Source: an optimization exercise on an open RTL-to-GDS flow (aim: small area and a short achievable clock period). Production flows keep margins and buffers that such runs may drop.
RTL that was checked went through simulation tests only; none was proved equivalent to the original.
Power is estimated from default activity; no workload was simulated.

## echo_train_gen
module echo_train_gen #(
  parameter int N_ECHO  = 5,
  parameter int DW      = 10,
  parameter int CNT_W   = 16,
  parameter int PERIOD  = 200,
  parameter int NOISE_W = 4
) (
  input  logic                          clk,
  input  logic                          reset,
  input  logic                          start,
  input  logic                          stop,
  input  logic                          mode,
  input  logic                          noise_en,
  input  logic [8*(N_ECHO+1)-1:0]       amp_i,
  input  logic [CNT_W*(N_ECHO+1)-1:0]   delay_i,
  output logic [DW-1:0]                 sum_o,
  output logic [7:0]                    start_o,
  output logic                          busy,
  output logic                          frame_o
);
For scale: roughly 2400 cells after synthesis, about 310 flip-flops, about 170 I/O pins.
clock: 10.5 ns
lec_check: 0
cap_margin: 20
core_margin: 2
core_utilization: 40
cts_cluster_diameter: 100
cts_cluster_size: 30
place_density: 0.8
setup_slack_margin: 5
slew_margin: 20
standard.sh (not shown) runs the stock make flow with config.mk's settings and CLKGATE_MAP_FILE= SYNTH_SCRIPT=/design/flow/synth_recipe.tcl, a recipe that flattens the netlist after the stock synthesis.
==> flow/flow/run.sh <==
#!/bin/bash
set -euo pipefail
MARGIN=${MARGIN:-7}
PORTBUF=${PORTBUF:-sky130_fd_sc_hd__buf_1}
sed -e "s/SETUP_SLACK_MARGIN=[0-9.]*/SETUP_SLACK_MARGIN=$MARGIN/" \
    -e "s/\"\${@:-finish}\"/BUFFER_PORTS_ARGS='-buffer_cell $PORTBUF' \"\${@:-finish}\"/" \
    standard.sh > standard_flow.sh
bash standard_flow.sh > standard.log 2>&1
Rerun with:
- CORE_UTILIZATION: 40 -> 60
- PLACE_DENSITY: 0.8 -> 0.85
After rerunning: Clock skew is lower by 0.016 ns; via count is higher slightly; cell count is lower by a little under a tenth; routed wire length is higher slightly; power is lower by a few percent; final area is lower by a few percent.
Rerun with:
- CAP_MARGIN: 20 -> 0
- CORE_UTILIZATION: 60 -> 40
- PLACE_DENSITY: 0.85 -> default
- SLEW_MARGIN: 20 -> 0
Critical path depth rises by 4.
Worst hold slack is about the same.
First-iteration DRC count shrinks by 19%.
Global-route usage falls by 8.1 points.
Final cell count came out higher by 8.1%.
Setup slack improves by 0.022 ns.
Design area increases by 1.8%.
Rerun with:
--- a/flow/flow/run.sh
+++ b/flow/flow/run.sh
@@ -3 +3 @@
-MARGIN=${MARGIN:-7}
+MARGIN=${MARGIN:-6.8}
- CAP_MARGIN: 0 -> 20
- SLEW_MARGIN: 0 -> 20
Synthesized cell count does not change.
Design area falls slightly.
Wire length falls by a few percent.

---

Another version of the RTL of echo_train_gen (not shown whole).
For scale: roughly 2700 cells after synthesis, ~170 I/O pins, about 0.026 mm^2 of cells after synthesis.
export LEC_CHECK = 0
export CAP_MARGIN = 20
export CORE_MARGIN = 2
export CORE_UTILIZATION = 40
export SETUP_SLACK_MARGIN = 5
export SLEW_MARGIN = 20
create_clock -name core_clock -period 10.5 [get_ports {clk}]
==> flow/flow/run.sh <==
#!/bin/bash
set -euo pipefail
MARGIN=${MARGIN:-7}
PORTBUF=${PORTBUF:-sky130_fd_sc_hd__buf_1}
sed -e "s/SETUP_SLACK_MARGIN=[0-9.]*/SETUP_SLACK_MARGIN=$MARGIN/" \
    -e "s/\"\${@:-finish}\"/BUFFER_PORTS_ARGS='-buffer_cell $PORTBUF' \"\${@:-finish}\"/" \
    standard.sh > standard_flow.sh
bash standard_flow.sh > standard.log 2>&1
Then changed:
- CORE_UTILIZATION: 40 -> 50
- CTS_BUF_LIST: unset -> sky130_fd_sc_hd__clkbuf_4 sky130_fd_sc_hd__clkbuf_8
Worst hold slack gains 4.2 ps.
Fmax falls by 0.80%.
Global-route usage rises by 4.3 points.
Then changed:
==> flow/flow/run.sh (replaced) <==
#!/bin/bash
set -euo pipefail
MARGIN=${MARGIN:-7}
sed "s/SETUP_SLACK_MARGIN=[0-9.]*/SETUP_SLACK_MARGIN=$MARGIN/" standard.sh > standard_margin.sh
bash standard_margin.sh > standard.log 2>&1
- CORE_UTILIZATION: 50 -> 40
- CTS_BUF_LIST: sky130_fd_sc_hd__clkbuf_4 sky130_fd_sc_hd__clkbuf_8 -> unset
The changed run ran to the end with no violations.
Cell count climbs by 3.9%.
Fmax rises by 0.35%.
Sequential share of layout area shrinks by 1.1 points.
Sequential power hardly moves.
Sequential cell count stays the same.
Then changed:
==> flow/flow/run.sh (replaced) <==
#!/bin/bash
set -euo pipefail
MARGIN=${MARGIN:-7.5}
sed "s/SETUP_SLACK_MARGIN=[0-9.]*/SETUP_SLACK_MARGIN=$MARGIN/" standard.sh > standard_margin.sh
bash standard_margin.sh > standard.log 2>&1
Result:
- total power stays flat
- final area increases by 3.9%
- maximum frequency increases by about 1%
- global-route usage increases by 0.52 points
- count of clock-buffer cells in the layout decreases by 5
- die area stays the same
- setup slack is better by 34 ps
- sequential cell count does not change
- area after synthesis stays the same
- non-clock buffer count increases by 71
- final cell count increases by about 1.9%
No functional check of the RTL was part of any run of this note.

---

echo_train_gen, a different RTL version from the one above (not shown whole).
For scale: ~170 I/O pins, about 22000 sq um of cells after synthesis.
clock: 10.5 ns
lec_check: 0
cap_margin: 20
core_margin: 2
core_utilization: 50
cts_cluster_diameter: 120
cts_cluster_size: 25
place_density: 0.8
setup_slack_margin: 5
slew_margin: 20
==> flow/flow/run.sh <==
#!/bin/bash
set -euo pipefail
MARGIN=${MARGIN:-7.4}
PORTBUF=${PORTBUF:-sky130_fd_sc_hd__buf_1}
sed -e "s/SETUP_SLACK_MARGIN=[0-9.]*/SETUP_SLACK_MARGIN=$MARGIN/" \
    -e "s/\"\${@:-finish}\"/BUFFER_PORTS_ARGS='-buffer_cell $PORTBUF' \"\${@:-finish}\"/" \
    standard.sh > standard_flow.sh
RES="$PWD/orfs/results/sky130hd/echo_train_gen/base"
bash standard_flow.sh "$RES/1_2_yosys.v" > synth.log 2>&1
cp "$RES/1_2_yosys.v" "$RES/1_2_yosys_standard.v"
python3 flow/polarity.py "$RES/1_2_yosys_standard.v" "$RES/1_2_yosys.v" > polarity.log 2>&1
bash standard_flow.sh > standard.log 2>&1
Other scripts of this flow, unchanged in this note and not shown: flow/flow/polarity.py
The first run completed with no timing, DRC or antenna violations.
==> next run, changes <==
--- a/flow/flow/run.sh
+++ b/flow/flow/run.sh
@@ -2,3 +2,3 @@
 set -euo pipefail
-MARGIN=${MARGIN:-7.4}
+MARGIN=${MARGIN:-7.0}
 PORTBUF=${PORTBUF:-sky130_fd_sc_hd__buf_1}
Effect: The new run ran to the end with no violations; final cell count came out lower by 2.4%; maximum frequency shrinks by 2.7%; global-route usage is lower by 0.88 points; total power fell by 2.5%; clock-buffer cell count does not change; routed wire length went down by 6.1%; design area drops by 5.5%; clock skew stays flat; clock power drops by about 0.6%; register-to-register slack got worse by 90 ps; combinational power shrinks by 13%.
==> next run, changes <==
--- a/flow/flow/run.sh
+++ b/flow/flow/run.sh
@@ -2,3 +2,3 @@
 set -euo pipefail
-MARGIN=${MARGIN:-7.0}
+MARGIN=${MARGIN:-7.2}
 PORTBUF=${PORTBUF:-sky130_fd_sc_hd__buf_1}
Result: Power climbs by 1.2%; design area rises by 2.0%; wire length goes up by 0.40%; cell count increases by 0.35%; setup slack gets better by 93 ps; clock skew hardly moves; area after synthesis does not change; non-clock buffer count went up by 11; fmax rose by 2.8%; global-route usage fell by 0.22 points.
==> next run, changes <==
--- a/flow/flow/run.sh
+++ b/flow/flow/run.sh
@@ -5,3 +5,3 @@
 sed -e "s/SETUP_SLACK_MARGIN=[0-9.]*/SETUP_SLACK_MARGIN=$MARGIN/" \
-    -e "s/\"\${@:-finish}\"/BUFFER_PORTS_ARGS='-buffer_cell $PORTBUF' \"\${@:-finish}\"/" \
+    -e "s/\"\${@:-finish}\"/BUFFER_PORTS_ARGS='-buffer_cell $PORTBUF' REMOVE_ABC_BUFFERS=1 \"\${@:-finish}\"/" \
     standard.sh > standard_flow.sh
What happened:
- worst setup slack got worse by 73 ps
- area after synthesis stays the same
- design area rose by 0.68%
- global-route usage rose by 0.14 points
- utilization rose by 0.39 points
- total power rose by 0.67%
- wire length rose by 1.4%
- combinational power rose by about 3%

---

## run A
echo_train_gen with an RTL version that a note above also has.
For scale: about 2400 cells after synthesis, about 310 flip-flops, about 23000 um2 of cells after synthesis.
==> flow/config.mk <==
export PLATFORM = sky130hd
export DESIGN_NAME = echo_train_gen
export DESIGN_NICKNAME = echo_train_gen
export VERILOG_FILES = /design/flow/design.v
export SDC_FILE = /design/flow/constraint.sdc
export NUM_CORES = 4
export LEC_CHECK = 0
export CAP_MARGIN = 20
export CORE_MARGIN = 2
export CORE_UTILIZATION = 40
export CTS_CLUSTER_DIAMETER = 100
export CTS_CLUSTER_SIZE = 30
export GPL_TIMING_DRIVEN = 0
export SETUP_SLACK_MARGIN = 5
export SLEW_MARGIN = 20
==> flow/constraint.sdc <==
create_clock -name core_clock -period 10.5 [get_ports {clk}]
set_input_delay 2.1000 -clock core_clock [delete_from_list [all_inputs] [get_ports {clk}]]
set_output_delay 2.1000 -clock core_clock [all_outputs]
set_load 0.01 [all_outputs]
==> flow/flow/run.sh <==
#!/bin/bash
set -euo pipefail
MARGIN=${MARGIN:-7}
PORTBUF=${PORTBUF:-sky130_fd_sc_hd__buf_1}
sed -e "s/SETUP_SLACK_MARGIN=[0-9.]*/SETUP_SLACK_MARGIN=$MARGIN/" \
    -e "s/\"\${@:-finish}\"/BUFFER_PORTS_ARGS='-buffer_cell $PORTBUF' \"\${@:-finish}\"/" \
    standard.sh > standard_flow.sh
bash standard_flow.sh > standard.log 2>&1
Run A reached the end of the flow, and the finished layout is clean on the timing, DRC and antenna checks.
What run B does differently from run A at the input level:
- clearing GPL_TIMING_DRIVEN, which used to be 0
- putting PLACE_DENSITY at 0.8 where nothing was set
- swapping 40 for 50 in CORE_UTILIZATION
==> comparison <==
[compare] base=run A new=run B: setup TNS after final layout flat; final area down about 1.9%; worst path setup slack after routing up 63 ps; effective utilization at floorplan up 9.9 points.
Post-placement cell count (higher): run A
Run A → run B: amount of wire on met3 after detailed routing down 28 um, clock distribution area overhead in the final layout now sits lower, number of buffers and inverters on the critical path fell by 2.
[inputs] run C vs run B
- clearing PLACE_DENSITY, which used to be 0.8
- swapping 30 for 40 in CTS_CLUSTER_SIZE
- swapping 50 for 40 in CORE_UTILIZATION
- swapping 100 for 80 in CTS_CLUSTER_DIAMETER
### Flow results
- Synthesized cell count essentially unchanged between run B and run C.
- Compared run C against run B; required time reported for the critical path endpoint within noise.
- Run C packs its core more loosely than run B.
- [run C vs run B] final-layout non-clock buffer area share: lower in run C
- Compared with run B, run C degrades maximum clock rate.
- Taking run B as the reference, in run C worst reg-to-reg path cell count picked up an extra 4; filler cell count shows an increase of 39%.
- Portion of total power attributed to combinational logic, run C and run B, lower one = run C.
- Looking at run C and run B, the total wirelength of the detailed-routed design is a wash.
- Global-route wire length before repair of run C exceeds that of run B slightly.
- As of run C, non-clock buffer total of the final layout had fallen by a few percent compared to run B.
Inputs modified between run C and run D:
- removing CTS_CLUSTER_SIZE (formerly 40)
- removing CTS_CLUSTER_DIAMETER (formerly 80)
Relative to run C, count of clock-buffer cells in the layout increased by 28 in run D.
NOTE: number of nets in the layout in run D exceeds that of run C
Comparing run D and run C, maximum frequency is higher on run D.
Overall power consumption delta (run D − run C): unfavourable
From run C to run D the numbers moved as follows: worst setup slack went up; minimum period implied by the final worst setup slack went down; post-detailed-routing wire length went up; layout overhead on the synthesized area went up; non-clock buffer contribution to total cell area did not really move.
Proportion of layout cells with a drive suffix above 1 (lower): run C

-- what the ideal ports hide --
The flow's constraints put no driver on any port. The routed layouts listed below were extracted and timed again, unchanged, in two steps.
Step 1, drivers: a clkbuf_16 drives clk and a buf_2 each remaining input, both assumed.
Step 2 moves the port delays by t, midway between the first and last clock arrival at a register: inputs arrive t later, outputs are due t later. That takes back most of the time a late clock gives input paths.
Slacks: ideal / step 1 / step 2; pairs: ideal / step 1.
| run | t (ns) | setup slack, ns | worst setup path after step 2 | latest minus earliest clock arrival (ns) | worst register clock-pin slew, ns |
|---|---|---|---|---|---|
| the first run of note 1 | 0.601 | 7.076 / 7.076 / 6.678 | input to register | 0.035 / 0.035 | 0.11 / 0.11 |
| the second run of note 1 | 0.581 | 7.030 / 7.030 / 6.655 | input to register | 0.020 / 0.021 | 0.11 / 0.11 |
| the third run of note 1 | 0.597 | 7.052 / 7.052 / 6.664 | input to register | 0.017 / 0.017 | 0.11 / 0.11 |
| the fourth run of note 1 | 0.596 | 6.902 / 6.902 / 6.547 | input to register | 0.034 / 0.034 | 0.11 / 0.11 |
| the first run of note 2 | 0.624 | 7.076 / 7.044 / 6.699 | input to register | 0.018 / 0.018 | 0.06 / 0.06 |
| the second run of note 2 | 0.692 | 7.048 / 7.041 / 6.738 | input to register | 0.031 / 0.031 | 0.07 / 0.07 |
| the third run of note 2 | 0.619 | 7.060 / 7.029 / 6.755 | input to register | 0.020 / 0.020 | 0.06 / 0.06 |
| the fourth run of note 2 | 0.617 | 7.094 / 7.094 / 6.898 | input to register | 0.021 / 0.020 | 0.06 / 0.06 |
| the first run of note 3 | 0.583 | 7.201 / 7.201 / 6.764 | input to register | 0.021 / 0.021 | 0.11 / 0.11 |
| the second run of note 3 | 0.566 | 7.109 / 7.108 / 6.655 | input to register | 0.018 / 0.018 | 0.10 / 0.10 |
| the third run of note 3 | 0.573 | 7.202 / 7.202 / 6.737 | input to register | 0.019 / 0.019 | 0.11 / 0.11 |
| the fourth run of note 3 | 0.572 | 7.129 / 7.129 / 6.732 | input to register | 0.035 / 0.035 | 0.10 / 0.10 |
| run A | 0.599 | 7.028 / 7.028 / 6.566 | input to register | 0.028 / 0.027 | 0.11 / 0.11 |
| run B | 0.593 | 7.092 / 7.092 / 6.615 | input to register | 0.024 / 0.025 | 0.12 / 0.12 |
| run C | 0.621 | 7.039 / 7.039 / 6.648 | input to register | 0.046 / 0.045 | 0.10 / 0.10 |
| run D | 0.598 | 7.057 / 7.057 / 6.664 | input to register | 0.022 / 0.022 | 0.07 / 0.07 |
After both steps setup and hold are still met in every run listed. For run B, which loses most, drivers alone change the setup slack by 0.000 ns; drivers and shift together by -0.477 ns.
